Background: an optimization exercise with open tools, aiming at small area and a short achievable clock period. Do not read the settings as production practice. In this exercise RTL edits were held to simulation tests only and were not proved equivalent to the original. No activity file was given, so power comes from the tool's default toggle rates.

Setup of before:
==> flow/design.v <==
`timescale 1ns/1ns
module breakout_top (
    input  logic        clk,
    input  logic        rst,
    input  logic [3:0]  ctrl,      
    input  logic        vsync,
    input  logic [20:0] px,        
    output logic [23:0] rgb,       
    output logic        started,
    output logic        over
);
    logic vsync_q, step;
    logic ball_lost;
    always_ff @(posedge clk or negedge rst) begin
        if (!rst) begin
            vsync_q <= 1'b0;
            step    <= 1'b0;
            started <= 1'b0;
            over    <= 1'b0;
        end else begin
            vsync_q <= vsync;
            step    <= vsync & ~vsync_q & started & ~over & ~ctrl[0];
            if (ctrl[3]) started <= 1'b1;
            if (step && ball_lost) over <= 1'b1;
        end
    end
    logic [9:0] padl;            
    logic [9:0] bx, by;          
    logic [3:0] vx;              
    logic [1:0] vym1;            
    logic       dx, dy;          
    logic [4:0] hxp;             
    logic [24:0] alive;
    assign ball_lost = by >= 10'd427;
    logic [9:0] padl_n;
    always_comb begin
        logic [7:0] moved;
        moved  = padl[9:2] + (ctrl[2] ? 8'hFF : 8'h01);
        padl_n = padl;
        if (ctrl[2])      padl_n = (padl > 10'd228) ? {moved, padl[1:0]} : 10'd224;
        else if (ctrl[1]) padl_n = (padl < 10'd484) ? {moved, padl[1:0]} : 10'd488;
    end
    logic [4:0] hx;              
    logic [4:0] hy;              
    logic [24:0] hit;
    logic [4:0] colhit;
    logic bounce_x, bounce_y;
    always_comb begin
        for (int c = 0; c < 5; c++)
            hx[c] = (bx >= 10'(248 + 50 * c)) && (bx <= 10'(300 + 50 * c));
        for (int r = 0; r < 5; r++)
            hy[r] = (by >= 10'(103 + 20 * r)) && (by <= 10'(130 + 20 * r));
        for (int r = 0; r < 5; r++)
            for (int c = 0; c < 5; c++)
                hit[r*5+c] = alive[r*5+c] & hy[r] & hx[c];
        for (int c = 0; c < 5; c++)
            colhit[c] = hit[c] | hit[5+c] | hit[10+c] | hit[15+c] | hit[20+c];
        bounce_x = |(colhit & ~hxp);
        bounce_y = |(colhit & hxp);
    end
    logic        paddle_hit;
    logic [10:0] u;
    logic [6:0]  ul;
    logic [3:0]  angle;
    logic [1:0]  angle_vym1;
    always_comb begin
        u  = {1'b0, bx} - {1'b0, padl};
        ul = u[6:0];
        paddle_hit = (by >= 10'd414) && (by <= 10'd425) && (u[10:7] == 4'd0) && (ul <= 7'd80);
        angle = 4'd8;
        for (int i = 7; i >= 0; i--)
            if (ul >= 7'(38 - 4 * i) && ul <= 7'(42 + 4 * i)) angle = 4'(i);
        if (ul >= 7'd30 && ul <= 7'd50)      angle_vym1 = 2'd3;
        else if (ul >= 7'd18 && ul <= 7'd62) angle_vym1 = 2'd2;
        else if (ul >= 7'd10 && ul <= 7'd70) angle_vym1 = 2'd1;
        else                                 angle_vym1 = 2'd0;
    end
    logic [9:0] bx_n, by_n;
    logic [3:0] vx_n;
    logic [1:0] vym1_n;
    logic       dx_n, dy_n;
    always_comb begin
        bx_n = ((bx ^ {10{~dx}}) + {6'd0, vx}) ^ {10{~dx}};
        by_n = ((by ^ {10{~dy}}) + {7'd0, 3'(vym1) + 3'd1}) ^ {10{~dy}};
        vx_n = vx;
        vym1_n = vym1;
        dx_n = dx;
        dy_n = dy;
        if (bx <= 10'd230)      dx_n = 1'b1;
        else if (bx >= 10'd562) dx_n = 1'b0;
        if (by <= 10'd95)       dy_n = 1'b1;
        else if (by >= 10'd427) dy_n = 1'b0;
        if (paddle_hit) begin
            by_n   = 10'd413;
            dy_n   = 1'b0;
            dx_n   = ul > 7'd40;
            vx_n   = angle;
            vym1_n = angle_vym1;
        end
        if (bounce_x) dx_n = ~dx;
        if (bounce_y) dy_n = ~dy;
    end
    always_ff @(posedge clk or negedge rst) begin
        if (!rst) begin
            padl  <= 10'd331;
            bx    <= 10'd371;
            by    <= 10'd286;
            vx    <= 4'd0;
            vym1  <= 2'd1;
            dx    <= 1'b1;
            dy    <= 1'b1;
            hxp   <= 5'b00100;
            alive <= '1;
        end else if (step) begin
            padl  <= padl_n;
            bx    <= bx_n;
            by    <= by_n;
            vx    <= vx_n;
            vym1  <= vym1_n;
            dx    <= dx_n;
            dy    <= dy_n;
            hxp   <= hx;
            alive <= alive & ~hit;
        end
    end
    logic [9:0] qx, qy;
    logic       act;
    assign qx  = px[20:11];
    assign qy  = px[10:1];
    assign act = px[0];
    logic border, on_ball, on_paddle;
    logic [4:0] pcol, prow;
    logic okx, oky, okp;
    logic [3:0] dx4, dy4;
    logic [2:0] abx, aby, apy;
    logic [6:0] tl;
    near16 u_nx (.a(qx), .b(bx), .ok(okx), .d(dx4));
    near16 u_ny (.a(qy), .b(by), .ok(oky), .d(dy4));
    near128 u_np (.a(qx), .b(padl), .ok(okp), .d(tl));
    always_comb begin
        border = (qx >= 10'd221) && (qx <= 10'd570) && (qy >= 10'd86) && (qy <= 10'd435) &&
                 !((qx >= 10'd224) && (qx <= 10'd567) && (qy >= 10'd89) && (qy <= 10'd432));
        abx = dx4[3] ? 3'(-dx4[2:0]) : dx4[2:0];
        aby = dy4[3] ? 3'(-dy4[2:0]) : dy4[2:0];
        on_ball = 1'b0;
        if (okx && oky && dx4 != 4'b1000 && dy4 != 4'b1000) begin
            case (aby)
                3'd0:             on_ball = abx <= 3'd6;
                3'd1, 3'd2, 3'd3: on_ball = abx <= 3'd5;
                3'd4:             on_ball = abx <= 3'd4;
                3'd5:             on_ball = abx <= 3'd3;
                3'd6:             on_ball = abx == 3'd0;
                default:          on_ball = 1'b0;
            endcase
        end
        apy = (qy >= 10'd420) ? 3'(qy - 10'd420) : 3'(10'd420 - qy);
        on_paddle = 1'b0;
        if (qy >= 10'd415 && qy <= 10'd425 && okp) begin
            case (apy)
                3'd0:             on_paddle = tl <= 7'd80;
                3'd1, 3'd2, 3'd3: on_paddle = tl >= 7'd1 && tl <= 7'd79;
                3'd4:             on_paddle = tl >= 7'd2 && tl <= 7'd78;
                default:          on_paddle = tl >= 7'd5 && tl <= 7'd75;
            endcase
        end
        for (int c = 0; c < 5; c++)
            pcol[c] = qx >= 10'(254 + 50 * c) && qx <= 10'(293 + 50 * c);
        for (int r = 0; r < 5; r++)
            prow[r] = qy >= 10'(109 + 20 * r) && qy <= 10'(123 + 20 * r) &&
                      |(pcol & alive[r*5 +: 5]);
    end
    logic [1:0] ph, ph_q;        
    logic       bd_q, bl_q, pd_q;
    logic [2:0] bk, bk_q;        
    always_comb begin
        ph = !act ? 2'd0 : !started ? 2'd1 : over ? 2'd2 : 2'd3;
        bk = {prow[3] | prow[4], prow[1] | prow[2], prow[0] | prow[2] | prow[4]};
    end
    always_ff @(posedge clk or negedge rst) begin
        if (!rst) ph_q <= 2'd0;
        else      ph_q <= ph;
    end
    always_ff @(posedge clk) begin
        bd_q <= border;
        bl_q <= on_ball;
        pd_q <= on_paddle;
        bk_q <= bk;
    end
    always_comb begin
        case (ph_q)
            2'd0: rgb = 24'h000000;
            2'd1: rgb = 24'h202040;
            2'd2: rgb = 24'h800000;
            default: begin
                if (bd_q)               rgb = 24'h4BA3C3;
                else if (bl_q)  rgb = 24'hFF0000;
                else if (pd_q)          rgb = 24'hFFFFFF;
                else begin
                    case (bk_q)
                        3'd1:    rgb = 24'hFFADAD;
                        3'd2:    rgb = 24'hFDFFB6;
                        3'd3:    rgb = 24'hCAFFBF;
                        3'd4:    rgb = 24'h9BF6FF;
                        3'd5:    rgb = 24'hBDB2FF;
                        default: rgb = 24'h000000;
                    endcase
                end
            end
        endcase
    end
endmodule
module near16 (
    input  logic [9:0] a,
    input  logic [9:0] b,
    output logic       ok,
    output logic [3:0] d
);
    logic [4:0] l;
    logic [5:0] ah, bh, x;
    logic eq0, eqp, eqm;
    always_comb begin
        begin
            logic [3:0] g, p;
            logic [4:0] bw;
            g = ~a[3:0] & b[3:0];
            p = ~(a[3:0] ^ b[3:0]);
            bw[0] = 1'b0;
            bw[1] = g[0];
            bw[2] = g[1] | (p[1] & g[0]);
            bw[3] = g[2] | (p[2] & g[1]) | (p[2] & p[1] & g[0]);
            bw[4] = g[3] | (p[3] & g[2]) | (p[3] & p[2] & g[1]) | (p[3] & p[2] & p[1] & g[0]);
            l = {bw[4], ~p ^ bw[3:0]};
        end
        d  = l[3:0];
        ah = a[9:4];
        bh = b[9:4];
        x  = ah ^ bh;
        eq0 = (x == 6'd0);
        eqp = 1'b0;              
        eqm = 1'b0;              
        for (int k = 0; k < 6; k++) begin
            logic lowp, lowm, high;
            lowp = 1'b1;
            lowm = 1'b1;
            high = 1'b1;
            for (int i = 0; i < k; i++) begin
                lowp &= bh[i] & ~ah[i];
                lowm &= ah[i] & ~bh[i];
            end
            for (int i = k + 1; i < 6; i++) high &= ~x[i];
            eqp |= ah[k] & ~bh[k] & lowp & high;
            eqm |= bh[k] & ~ah[k] & lowm & high;
        end
        ok = d[3] ? (l[4] ? eq0 : eqm) : (l[4] ? eqp : eq0);
    end
endmodule
module near128 (
    input  logic [9:0] a,
    input  logic [9:0] b,
    output logic       ok,
    output logic [6:0] d
);
    logic [7:0] l;
    logic [2:0] ah, bh;
    always_comb begin
        l  = {1'b0, a[6:0]} - {1'b0, b[6:0]};
        d  = l[6:0];
        ah = a[9:7];
        bh = b[9:7];
        ok = l[7] ? (ah == bh + 3'd1 && bh != 3'd7) : (ah == bh);
    end
endmodule
Settings: LEC_CHECK=0, CAP_MARGIN=20, CORE_MARGIN=2, CORE_UTILIZATION=40, SLEW_MARGIN=20; clock period 14.0 ns.
standard.sh (not shown) runs the stock make flow with config.mk's settings and CLKGATE_MAP_FILE= SYNTH_SCRIPT=/design/flow/synth_recipe.tcl, a recipe that flattens the netlist after the stock synthesis.
==> flow/flow/run.sh <==
#!/bin/bash
# Standard layout, with the port buffers made from buf_4 cells instead of the default pick.
set -euo pipefail
bash standard.sh "BUFFER_PORTS_ARGS=-buffer_cell sky130_fd_sc_hd__buf_4" finish > standard_make.log 2>&1
diff inputs: before => after
==> flow/design.v, changed modules only <==
module near128 (
    input  logic [9:0] a,
    input  logic [9:0] b,
    output logic       ok,
    output logic [6:0] d
);
    logic [7:0] l;
    logic [2:0] ah, bh;
    always_comb begin
        begin
            logic [6:0] g, p;
            logic [7:0] bw;
            g = ~a[6:0] & b[6:0];
            p = ~a[6:0] | b[6:0];
            bw[0] = 1'b0;
            bw[1] = (g[0]);
            bw[2] = (g[0] & p[1]) |
                    (g[1]);
            bw[3] = (g[0] & p[1] & p[2]) |
                    (g[1] & p[2]) |
                    (g[2]);
            bw[4] = (g[0] & p[1] & p[2] & p[3]) |
                    (g[1] & p[2] & p[3]) |
                    (g[2] & p[3]) |
                    (g[3]);
            bw[5] = (g[0] & p[1] & p[2] & p[3] & p[4]) |
                    (g[1] & p[2] & p[3] & p[4]) |
                    (g[2] & p[3] & p[4]) |
                    (g[3] & p[4]) |
                    (g[4]);
            bw[6] = (g[0] & p[1] & p[2] & p[3] & p[4] & p[5]) |
                    (g[1] & p[2] & p[3] & p[4] & p[5]) |
                    (g[2] & p[3] & p[4] & p[5]) |
                    (g[3] & p[4] & p[5]) |
                    (g[4] & p[5]) |
                    (g[5]);
            bw[7] = (g[0] & p[1] & p[2] & p[3] & p[4] & p[5] & p[6]) |
                    (g[1] & p[2] & p[3] & p[4] & p[5] & p[6]) |
                    (g[2] & p[3] & p[4] & p[5] & p[6]) |
                    (g[3] & p[4] & p[5] & p[6]) |
                    (g[4] & p[5] & p[6]) |
                    (g[5] & p[6]) |
                    (g[6]);
            l = {bw[7], a[6:0] ^ b[6:0] ^ bw[6:0]};
        end
        d  = l[6:0];
        ah = a[9:7];
        bh = b[9:7];
        ok = l[7] ? (ah == bh + 3'd1 && bh != 3'd7) : (ah == bh);
    end
endmodule
Compared to before, after reaches a higher achievable clock. Area: after vs before -> after larger. Summary: with before as the reference, total of fill cells in the finished design in after moved down slightly. Combinational power share | after above before. Delta (after minus before): synthesized cell count now sits lower, share of total power in sequential cells now sits lower, synthesis-to-layout area growth now sits higher. On number of flip-flops and latches, after tracks before almost exactly. Diff before -> after | global-route wire length before repair | down by a few percent. Share of synthesized area spent on multiplexers: after vs before, no meaningful difference.

==> static timing again, ports no longer ideal <==
Ports are ideal in the flow. The routed layouts listed here were re-timed in OpenROAD. Step 1 assumes that a clkbuf_16 drives the clock port and a buf_2 every other input. Step 2 also shifts input and output timing later by t, the mid clock arrival at the registers, as if the neighbouring blocks saw the same clock. Three values: ideal, step 1, step 2; two values: the first two.
run	t (ns)	slack for setup (ns)	slew at the worst register clock pin (ns)
before	0.390	8.897 / 8.918 / 8.528	0.07 / 0.07
after	0.389	8.997 / 8.956 / 8.717	0.07 / 0.07
After both steps setup and hold are still met in every run listed. The setup slack of before, which loses most, moves by +0.021 ns with the drivers and by -0.369 ns with both steps.
